Context: an optimization exercise on an open-source flow, tuned for small area and a short achievable clock period. The choices shown serve that exercise and are no tape-out recipe.
In this exercise RTL edits were held to simulation tests only and were not proved equivalent to the original.
Power and IR drop assume default switching activity.

## design/flow/design.v

```verilog
module mem_resp #(
  parameter int ADR_WIDTH   = 10,
  parameter int DAT_WIDTH   = 8,
  parameter int MEM_DEPTH   = 256,
  parameter int WAIT_STATES = 2
) (
  input  logic                 clk_i,
  input  logic                 rst_ni,
  input  logic                 req_i,
  input  logic                 we_i,
  input  logic [ADR_WIDTH-1:0] adr_i,
  input  logic [DAT_WIDTH-1:0] dat_i,
  output logic                 busy_o,
  output logic                 ack_o,
  output logic                 err_o,
  output logic [DAT_WIDTH-1:0] dat_o
);
  localparam int IDX_W = (MEM_DEPTH > 1) ? $clog2(MEM_DEPTH) : 1;
  localparam logic [63:0] DEPTH64 = MEM_DEPTH;
  function automatic logic out_of_range(input logic [ADR_WIDTH-1:0] a);
    out_of_range = ({{(64-ADR_WIDTH){1'b0}}, a} >= DEPTH64);
  endfunction
  if (ADR_WIDTH == 10 && DAT_WIDTH == 8 && MEM_DEPTH == 256 && WAIT_STATES == 2) begin : g_ring
    localparam int N  = 256;
    localparam int W  = 8;
    logic s1, s2, s3;
    logic ld_w, ld_r;           
    always_ff @(posedge clk_i or negedge rst_ni) begin
      if (!rst_ni) begin
        busy_o <= 1'b0;
        ack_o  <= 1'b0;
        err_o  <= 1'b0;
        s1     <= 1'b0;
        s2     <= 1'b0;
        s3     <= 1'b0;
        ld_w   <= 1'b0;
        ld_r   <= 1'b0;
      end else begin
        s1     <= !busy_o && req_i;
        s2     <= s1;
        s3     <= s2;
        ld_w   <= s2 && we_q && !oor_q;
        ld_r   <= s2 && !we_q;
        ack_o  <= s3;
        err_o  <= s3 && oor_q;
        busy_o <= busy_o ? !ack_o : req_i;
      end
    end
    logic [7:0]   c;            
    logic         we_q, oor_q;
    logic [W-1:0] dat_q;
    logic [7:0]   rn;
    always_ff @(posedge clk_i) begin
      c <= c + 8'd1;
      if (!busy_o) begin
        we_q  <= we_i;
        oor_q <= out_of_range(adr_i);
        dat_q <= dat_i;
        rn    <= adr_i[7:0] + c;
      end else begin
        rn    <= rn + 8'd1;
      end
    end
    logic [W-1:0] wdat;
    logic [7:0]   wq;
    always_ff @(posedge clk_i) begin
      if (ld_w) begin
        wdat <= dat_q;
        wq   <= rn + 8'd1;
      end else begin
        wq   <= wq + 8'd1;
      end
    end
    logic [N*W-1:0] ring;
    for (genvar p = 0; p < N; p++) begin : g_pos
      localparam int PREV = (p + N - 1) % N;
      if (p % 4 == 0) begin : g_port
        always_ff @(posedge clk_i)
          ring[p*W +: W] <= (wq == 8'(p)) ? wdat : ring[PREV*W +: W];
      end else begin : g_shift
        always_ff @(posedge clk_i)
          ring[p*W +: W] <= ring[PREV*W +: W];
      end
    end
    logic [W-1:0] tap [N/2];
    for (genvar j = 0; j < N/2; j++) begin : g_tap
      assign tap[j] = ring[((2*j + N - 1) % N)*W +: W];
    end
    logic [W-1:0] rdbuf;
    logic         byp;
    always_ff @(posedge clk_i) begin
      if (!rn[0]) rdbuf <= tap[rn[7:1]];
      byp <= (rn == wq);
    end
    always_ff @(posedge clk_i or negedge rst_ni) begin
      if (!rst_ni) dat_o <= '0;
      else if (ld_r) dat_o <= oor_q ? '0 : (byp ? wdat : rdbuf);
    end
  end else begin : g_plain
    localparam logic [3:0] WS_INIT = WAIT_STATES;
    typedef enum logic [1:0] {
      S_IDLE = 2'd0,
      S_WAIT = 2'd1,
      S_ACK  = 2'd2
    } state_t;
    state_t               state;
    logic [3:0]           cnt;
    logic                 we_q;
    logic                 oor_q;
    logic [IDX_W-1:0]     idx_q;
    logic [DAT_WIDTH-1:0] dat_q;
    logic                 access;
    logic [DAT_WIDTH-1:0] mem [MEM_DEPTH];
    assign access = (state == S_WAIT) && (cnt == 4'd0);
    always_ff @(posedge clk_i or negedge rst_ni) begin
      if (!rst_ni) begin
        state  <= S_IDLE;
        cnt    <= 4'd0;
        we_q   <= 1'b0;
        oor_q  <= 1'b0;
        idx_q  <= '0;
        dat_q  <= '0;
        busy_o <= 1'b0;
        ack_o  <= 1'b0;
        err_o  <= 1'b0;
        dat_o  <= '0;
      end else begin
        case (state)
          S_IDLE: begin
            if (req_i) begin
              we_q   <= we_i;
              oor_q  <= out_of_range(adr_i);
              idx_q  <= adr_i[IDX_W-1:0];
              dat_q  <= dat_i;
              cnt    <= WS_INIT;
              busy_o <= 1'b1;
              state  <= S_WAIT;
            end
          end
          S_WAIT: begin
            if (cnt != 4'd0) begin
              cnt <= cnt - 4'd1;
            end else begin
              if (!we_q) dat_o <= oor_q ? '0 : mem[idx_q];
              ack_o <= 1'b1;
              err_o <= oor_q;
              state <= S_ACK;
            end
          end
          default: begin
            ack_o  <= 1'b0;
            err_o  <= 1'b0;
            busy_o <= 1'b0;
            state  <= S_IDLE;
          end
        endcase
      end
    end
    always_ff @(posedge clk_i) begin
      if (access && we_q && !oor_q) mem[idx_q] <= dat_q;
    end
  end
endmodule
```

## design/flow/run.sh

```bash
#!/bin/bash
# synth_recipe.tcl (not shown) runs the flow's synth.tcl, then flattens the netlist and writes it again
# the make line also repeats each setting of config.mk as NAME=value (left out here)
make -C /OpenROAD-flow-scripts/flow DESIGN_CONFIG=/design/flow/config.mk WORK_HOME=/design/flow/orfs CLKGATE_MAP_FILE= SYNTH_SCRIPT=/design/flow/synth_recipe.tcl finish
```

## design/flow/config.mk

```make
export PLATFORM = sky130hd
export DESIGN_NAME = mem_resp
export DESIGN_NICKNAME = mem_resp
export VERILOG_FILES = /design/flow/design.v
export SDC_FILE = /design/flow/constraint.sdc
export NUM_CORES = 4
export LEC_CHECK = 0
export CAP_MARGIN = 20
export CORE_MARGIN = 2
export CORE_UTILIZATION = 40
export SLEW_MARGIN = 20
```

## design/flow/constraint.sdc

```tcl
create_clock -name core_clock -period 4.5 [get_ports {clk_i}]
set_input_delay 0.9000 -clock core_clock [delete_from_list [all_inputs] [get_ports {clk_i}]]
set_output_delay 0.9000 -clock core_clock [all_outputs]
set_load 0.01 [all_outputs]
```

==> results by group <==
Routing
  • DRT Wirelength: 230,000 um
  • DRC Markers: 0
  • WL/cell: 36.6 um
  • Met3 wire length: 26,300 um
  • Met2 routed WL: 93,000 um
  • Final ANT Viol Nets: 0
  • Detailed Routing Iterations Pass 1: 12
  • Vias: 36,600
  • Drt via density: 5.81
  • Met1 WL: 90,500 um
  • Initial DRC Count: 5,779
  • Top routing layer used: met5

Power and ir drop
  • Total chip power: 45,500 uW
  • Sequential power share: 51.2%
  • PwrDens: 674 nW/um2
  • Switching share of total power: 28.5%
  • Int Power: 32,500 uW
  • Leakage: 0.0263 uW
  • Max VDD drop: 0.000370 V
  • Comb pwr share: 12.0%
  • Sw power: 13,000 uW
  • Clock Power Share: 36.8%

Worst setup path
  • Critical Path End Type: flop
  • Max FO, Critical Path: 27
  • Critical path arrival: 4.54 ns
  • Crit path kind: reg2reg
  • Worst path required time: 5.10 ns
  • Setup crit start kind: flop

Cells and area
  • Layout overhead on the synthesized area: 17.3%
  • Design Area, Final: 67,500 um2
  • Fill cells: 12,500
  • Layout cell share with drive strength beyond 1: 24.3%
  • Final net count: 4,266
  • Final cell count without fillers: 6,295
  • Sequential Area: 42,700 um2
  • Multi-input combinational cell area: 14,100 um2

Floorplan
  • Die X-Extent: 383 um
  • Initial core utilization: 40.2%
  • Core area: 143,000 um2
  • Die area: 147,000 um2
  • Chip Height: 383 um
  • Row count: 139
  • Boundary pin count: 33

Synth
  • Post-synth EDFFs: 26
  • Warnings from Yosys: 2
  • Mapped cell area: 57,500 um2
  • Largest cells by area after synthesis: dfxtp_1, mux2_2, a22oi_1
  • Post-synthesis register bit count: 2,115
  • Ys flop type: dfxtp_1
  • Ys async rst share: 0.757%
  • Post-Syn Instances: 4,060
  • Top-count cell post-synth: dfxtp_1
  • Syn_nets: 4,094
  • Top cell type by total area after synthesis: dfxtp_1
  • Sequential area share after synthesis: 74.2%
  • Netlist cell types: 67
  • Synth top area share: 72.2%
  • Most frequent cells after synthesis: dfxtp_1, mux2_2, a22oi_1
  • Syn_area_per_cell: 14.2 um2

STA
  • Slew Viols, Final: 0
  • Fin crit share: 87.5%
  • Min Hold Slack: 0.288 ns
  • Max-slew headroom: 16.1%
  • Setup TNS: 0 ns
  • # setup viols final: 0
  • Final Hold Viols: 0
  • Slew @ Worst Pin: 1.25 ns
  • Top achievable clock speed: 254 MHz
  • Clock Skews: 0.0510 ns
  • RSZ-0062 raised after global routing: no
  • Min Tclk post-route: 3.94 ns

CTS
  • Cts hold-fix bufs: 0
  • Worst-Skew Late Latency: 0.86 ns
  • Clk pin slew, worst setup/hold paths: 0.06 ns
  • Post-CTS Setup Inserts: 0
  • CTS Root Cell: clkbuf_16
  • Clock sink count: 2,115
  • Htree depth: 4
  • CTS Buf Count: 196
  • Post-CTS sizing: 0
  • CTS tree: built
  • CTS max path bufs: 3

Global routing
  • Total Routing Usage GR: 30.7%
  • Vias in the first global route: 34,600
  • Largest net degree at the start of global routing: 66
  • Global-route wire length before repair: 303,000 um
  • Antenna violations before repair: 8
  • Total grt overflow: 0

Placement
  • Gpl congestion: 1.04
  • Placement Cell Area: 60,900 um2
  • Port Buffers: 32
  • DP HPWL: 152,000 um
  • Placed cells: 5,936

Min path
  • Worst hold path class: reg2reg

Flow run
  • Max-cap violations: 0

Outcome
  • Status: no timing/DRC/antenna violations
-- worst paths after layout --
check	from	endpoint	slack [ns]	depth (start not counted)
max	g_ring.rn[2]$_DFF_P_	g_ring.rdbuf[0]$_DFFE_PN_	0.56	8
max reg2reg	g_ring.rn[2]$_DFF_P_	g_ring.rdbuf[0]$_DFFE_PN_	0.56	8
min in group asynchronous	rst_ni	ack_o$_DFF_PN0_	0.50	1
min reg2reg	g_ring.ring[1554]$_DFF_P_	g_ring.ring[1562]$_DFF_P_	0.29	0
min	g_ring.ring[1554]$_DFF_P_	g_ring.ring[1562]$_DFF_P_	0.29	0
max in group asynchronous	rst_ni	dat_o[5]$_DFFE_PN0P_	3.50	1
-- power groups by stage --
stage / Combinational, uW / Clock, uW / Sequential, uW
after floorplan: 2530 / 0 / 22700
after global placement: 5060 / 0 / 23500
after detailed placement: 5100 / 0 / 23600
after CTS: 5110 / 16800 / 23200
after global routing: 5270 / 17600 / 23500
final: 5440 / 16700 / 23300
-- layer usage --
metal | GRT usage [%] | vias up
met5 | 0 | -
met4 | 22.8 | 6
met3 | 8.82 | 793
met2 | 43.3 | 2593
met1 | 39.9 | 18200
li1 | - | 15000
-- metrics by stage --
stage	util (%)	setup slack, ns
after floorplan	-	1.86
after global placement	42.5	0.620
after detailed placement	42.5	0.674
after CTS	47.1	0.653
after global routing	47.1	0.521
final	47.1	0.563
-- state kept, by name (all words and copies together), names as in the netlist --
name	cells
g_ring.rdbuf	8
g_ring.s2	1
g_ring.wq	8
g_ring.dat_q	8
g_ring.c	8
g_ring.oor_q	1
g_ring.we_q	1
g_ring.wdat	8
g_ring.ring	2048
dat_o	8
ack_o	1
g_ring.byp	1
busy_o	1
g_ring.s1	1
err_o	1
g_ring.ld_r	1
g_ring.rn	8
g_ring.s3	1
g_ring.ld_w	1
-- cells in the final DEF (no fill, tap or decap), drive strengths merged, types with 38 or more instances in the layout --
cell    instances
nor2          107
buf           172
a22o           44
a21oi          42
mux2          516
nand3         112
dfxtp        2073
nand2          90
a32oi          69
clkbuf        288
o22ai          82
nand4          48
a22oi         247
clkinv         38
-- cell type report --
type                            count  area share (%)
Sequential cell                  2115            63.3
Clock inverter                     64            1.20
Multi-Input combinational cell   1696            20.9
Antenna cell                        6          0.0223
Tap cell                         1903            3.53
Timing Repair Buffer              204            2.47
Inverter                           19           0.106
Clock buffer                      288            8.50
-- kinds of logic after synthesis --
| logic type | Yosys count | share of synthesized area [%] |
|---|---|---|
| buf+inv | 249 | 1.83 |
| flops | 2115 | 74.2 |
| fa+ha+maj | 12 | 0.274 |
| mux | 530 | 10.3 |
| compound gates | 620 | 8.17 |
| xor+xnor | 33 | 0.503 |
| simple gates | 501 | 4.65 |
-- critical path, cell delays in order (launching register included) --
cell	delay (ns)
dfxtp_2	0.70
buf_4	0.34
nor4b_2	0.09
buf_4	0.34
a22oi_1	0.80
o32ai_1	0.50
or4_1	0.52
nor4_1	0.23
a31oi_1	0.11

## static timing again, ports no longer ideal
How much do the figures lean on ideal ports? The routed layout below was timed once more, with nothing changed but the port constraints.
Step 1 (the two cells are an assumption about what drives the block):
set clk [get_ports {clk_i}]
set_driving_cell -lib_cell sky130_fd_sc_hd__clkbuf_16 $clk
set_driving_cell -lib_cell sky130_fd_sc_hd__buf_2 [delete_from_list [all_inputs] $clk]
Step 2 adds t to the input delays and takes it off the output delays; t is the mean of the earliest and latest rising clock arrival at the registers after step 1. Input paths then give back, and output paths get back, about the clock's delay inside the block.
a / b / c = no drivers / after step 1 / after step 2; a / b = the first two.
shift t [ns]: 0.922
slack for setup (ns): 0.563 / 0.563 / 0.563
hold slack, ns: 0.288 / 0.288 / 0.288
worst register clock-pin slew, ns: 0.07 / 0.07
worst slew at a driven data input, ns: 0.05
After both steps this run still meets setup and hold. The setup slack of this run moves by 0.000 ns with the drivers and by 0.000 ns with both steps.
